Background: an optimization exercise with open tools, aiming at small area, a short achievable clock period and few clock cycles per item. Do not read the settings as production practice. In this exercise RTL edits were held to simulation tests only and were not proved equivalent to the original.

==> branch garnet <==
==> flow/design.v (excerpt) <==
module ntt_butterfly (
  input  logic        clk,
  input  logic        rst,
  input  logic        in_valid,
  output logic        in_ready,
  input  logic        in_mode,
  input  logic [11:0] in_a,
  input  logic [11:0] in_b,
  input  logic [11:0] in_zeta,
  input  logic [7:0]  in_idx,
  output logic        out_valid,
  input  logic        out_ready,
  output logic [11:0] out_a,
  output logic [11:0] out_b,
  output logic [7:0]  out_idx,
  output logic        busy
);
  logic        en;
  logic        v1, v2, v3;
  logic        v3_n;    
  logic [12:0] mx;
  logic        m1, m2;
  logic [11:0] z1;
  logic [12:0] xa, xa1, mx1, xa2;
  logic [7:0]  idx1, idx2, idx3;
  logic [24:0] p, p2;
  logic [13:0] sa, sa3;
  logic [12:0] sb, sb3;
  assign en       = !v3 || out_ready;
  assign in_ready = (v3_n || out_ready) && !rst;
  always_ff @(posedge clk) begin
    if (rst) begin
      v1   <= 1'b0;
      v2   <= 1'b0;
      v3   <= 1'b0;
      v3_n <= 1'b1;
    end else if (en) begin
      v1   <= in_valid;
      v2   <= v1;
      v3   <= v2;
      v3_n <= !v2;
    end
  end
  bfly_pre u_pre (.mode(in_mode), .a(in_a), .b(in_b), .mx(mx), .xa(xa));
  bfly_reg #(.W(1 + 13 + 13 + 12 + 8)) u_r1 (
    .clk(clk), .en(en), .d({in_mode, xa, mx, in_zeta, in_idx}),
    .q({m1, xa1, mx1, z1, idx1}));
  bfly_mul u_mul (.mx(mx1), .zeta(z1), .p(p));
  bfly_reg #(.W(1 + 13 + 25 + 8)) u_r2 (
    .clk(clk), .en(en), .d({m1, xa1, p, idx1}), .q({m2, xa2, p2, idx2}));
  bfly_red u_red (.mode(m2), .xa(xa2), .p(p2), .sa(sa), .sb(sb));
  bfly_reg #(.W(14 + 13 + 8)) u_r3 (
    .clk(clk), .en(en), .d({sa, sb, idx2}), .q({sa3, sb3, idx3}));
  bfly_fin u_fin (.sa(sa3), .sb(sb3), .ra(out_a), .rb(out_b));
  assign out_idx   = idx3;
  assign out_valid = v3;
  assign busy      = v1 || v2 || v3;
endmodule
clock: 14.0 ns
lec_check: 0
cap_margin: 20
core_margin: 2
core_utilization: 40
slew_margin: 20
standard.sh (not shown) runs the stock make flow with config.mk's settings and CLKGATE_MAP_FILE= SYNTH_SCRIPT=/design/flow/synth_recipe.tcl, a recipe that flattens the netlist after the stock synthesis.
==> flow/flow/run.sh <==
#!/bin/bash
# Standard layout with these changes to how it is made:
#  - port buffers are buf_2 cells instead of the flow's default choice (a
#    slow delay buffer);
#  - timing repair aims for a 6.0 ns critical path (setup margin 8.0 ns
#    against the 14 ns clock), working on the worst 10% of endpoints;
#  - the clock tree is built from clkbuf_8 cells, without the dummy loads
#    clock tree synthesis adds to balance its branches;
#  - after the standard synthesis, invopt4.py picks the polarity of the
#    adder cells (a full adder is self-dual; a half adder is rebuilt as an
#    XOR/XNOR and an AND-type gate when that helps) and of gates that have a
#    complementary twin (AND/NAND, AOI/AO, ...) to drop the inverters Yosys
#    leaves between them; the netlist keeps the same function, registers
#    and ports.
set -euo pipefail
ARGS=("BUFFER_PORTS_ARGS=-buffer_cell sky130_fd_sc_hd__buf_2" SETUP_SLACK_MARGIN=8.0 TNS_END_PERCENT=10 "CTS_ARGS=-sink_clustering_enable -repair_clock_nets -buf_list sky130_fd_sc_hd__clkbuf_8 -dont_use_dummy_load")
R=$PWD/orfs/results/$FLOW_PLATFORM/ntt_butterfly/base
bash standard.sh "${ARGS[@]}" synth > synth.log 2>&1
cp $R/1_2_yosys.v 1_2_yosys_standard.v
python3 flow/invopt4.py 1_2_yosys_standard.v $R/1_2_yosys.v > invopt.log 2>&1
rm -f $R/1_synth.odb $R/1_synth.sdc
bash standard.sh "${ARGS[@]}" finish > standard.log 2>&1
Other scripts of this flow, unchanged in this note and not shown: flow/flow/invopt4.py
==> branch delta: changes against branch garnet <==
--- a/flow/flow/run.sh
+++ b/flow/flow/run.sh
@@ -5,4 +5,4 @@
 #  - timing repair aims for a 6.0 ns critical path (setup margin 8.0 ns
-#    against the 14 ns clock), working on the worst 10% of endpoints;
-#  - the clock tree is built from clkbuf_8 cells, without the dummy loads
+#    against the 14 ns clock);
+#  - the clock tree is built from clkbuf_8 cells (25 sinks per cluster), without the dummy loads
 #    clock tree synthesis adds to balance its branches;
@@ -15,3 +15,3 @@
 set -euo pipefail
-ARGS=("BUFFER_PORTS_ARGS=-buffer_cell sky130_fd_sc_hd__buf_2" SETUP_SLACK_MARGIN=8.0 TNS_END_PERCENT=10 "CTS_ARGS=-sink_clustering_enable -repair_clock_nets -buf_list sky130_fd_sc_hd__clkbuf_8 -dont_use_dummy_load")
+ARGS=("BUFFER_PORTS_ARGS=-buffer_cell sky130_fd_sc_hd__buf_2" SETUP_SLACK_MARGIN=8.0 "CTS_ARGS=-sink_clustering_enable -repair_clock_nets -buf_list sky130_fd_sc_hd__clkbuf_8 -dont_use_dummy_load -sink_clustering_size 25")
 R=$PWD/orfs/results/$FLOW_PLATFORM/ntt_butterfly/base
==> branch lagoon: changes against branch garnet <==
--- a/flow/flow/run.sh
+++ b/flow/flow/run.sh
@@ -1,3 +1,3 @@
 #!/bin/bash
-# Standard layout with these changes to how it is made:
+# Standard layout with four changes to how it is made:
 #  - port buffers are buf_2 cells instead of the flow's default choice (a
@@ -5,5 +5,4 @@
 #  - timing repair aims for a 6.0 ns critical path (setup margin 8.0 ns
-#    against the 14 ns clock), working on the worst 10% of endpoints;
-#  - the clock tree is built from clkbuf_8 cells, without the dummy loads
-#    clock tree synthesis adds to balance its branches;
+#    against the 14 ns clock);
+#  - the clock tree is built from clkbuf_8 cells;
 #  - after the standard synthesis, invopt4.py picks the polarity of the
@@ -15,3 +14,3 @@
 set -euo pipefail
-ARGS=("BUFFER_PORTS_ARGS=-buffer_cell sky130_fd_sc_hd__buf_2" SETUP_SLACK_MARGIN=8.0 TNS_END_PERCENT=10 "CTS_ARGS=-sink_clustering_enable -repair_clock_nets -buf_list sky130_fd_sc_hd__clkbuf_8 -dont_use_dummy_load")
+ARGS=("BUFFER_PORTS_ARGS=-buffer_cell sky130_fd_sc_hd__buf_2" SETUP_SLACK_MARGIN=8.0 "CTS_BUF_LIST=sky130_fd_sc_hd__clkbuf_8")
 R=$PWD/orfs/results/$FLOW_PLATFORM/ntt_butterfly/base
==> comparison table <==
| quantity | branch delta | branch lagoon | branch garnet |
|---|---|---|---|
| Result of the run | finished clean | finished clean | finished clean |
| Final hold slack | 419 ps | 421 ps | 406 ps |
| Largest net degree at the start of global routing | 74 | 74 | 69 |
| Violation count after the first detailed-route iteration | 544 | 501 | 379 |
| Non-clock buffer share of cell area | 4.18% | 4.43% | 4.09% |
| Final std cells w/o fill | 1,655 | 1,676 | 1,653 |
| Number of vias after detailed routing | 8,365 | 8,431 | 8,279 |
| Arrival time at the worst endpoint | 3160 ps | 3160 ps | 3150 ps |
| Pre-CTS WS | 7220 ps | 7220 ps | 7220 ps |
| Clock Latency Late Sink | 450 ps | 460 ps | 450 ps |
| Combined area of the multi-input logic cells | 8590 um^2 | 8610 um^2 | 8570 um^2 |
| Number of filler instances in the final layout | 2,939 | 2,922 | 2,910 |
| Vias in the first global route | 8,837 | 8,873 | 8,659 |
| Detailed-route vias per instance | 5.05 | 5.03 | 5.01 |
| Met1 routing resource usage after global routing | 21.4% | 21.6% | 21.9% |
| Global-route track usage on met2 | 29.1% | 29.2% | 27.7% |
| Fraction of area in multi-input gates | 60.9% | 60.0% | 60.9% |
| GP Congestion | 0.828 | 0.828 | 0.824 |
Testbench counts of branch garnet, summed over its fixed seeds: cycles 16,024, items 16,000.
Testbench counts of branch delta, summed over its fixed seeds: cycles 16,024, items 16,000.
Testbench counts of branch lagoon, summed over its fixed seeds: cycles 16,024, items 16,000.

## separate check: timing with driven ports
In the flow no input, the clock included, has a driving cell. The finished layouts below were timed again as built, in two steps.
Step 1 (the two cells are an assumption about what drives the block):
set clk [get_ports {clk}]
set_driving_cell -lib_cell sky130_fd_sc_hd__clkbuf_16 $clk
set_driving_cell -lib_cell sky130_fd_sc_hd__buf_2 [delete_from_list [all_inputs] $clk]
Step 2, shift: input delay + t, output delay - t, t = (earliest + latest rising clock arrival at the registers) / 2. This alone moves slack from input paths to output paths.
a / b / c = ideal ports / drivers / drivers and shift; a / b = the first two.
run	t (ns)	slack for setup (ns)	worst setup path at the end	clock arrival spread, ns	worst slew at a driven data input, ns
branch garnet	0.474	8.052 / 7.971 / 7.497	input to register	0.039 / 0.039	0.15
branch delta	0.484	8.039 / 7.996 / 7.512	input to register	0.042 / 0.042	0.16
branch lagoon	0.494	8.042 / 7.982 / 7.488	input to register	0.022 / 0.022	0.16
After both steps setup and hold are still met in every run listed. For branch garnet, which loses most, drivers alone change the setup slack by -0.081 ns; drivers and shift together by -0.555 ns.
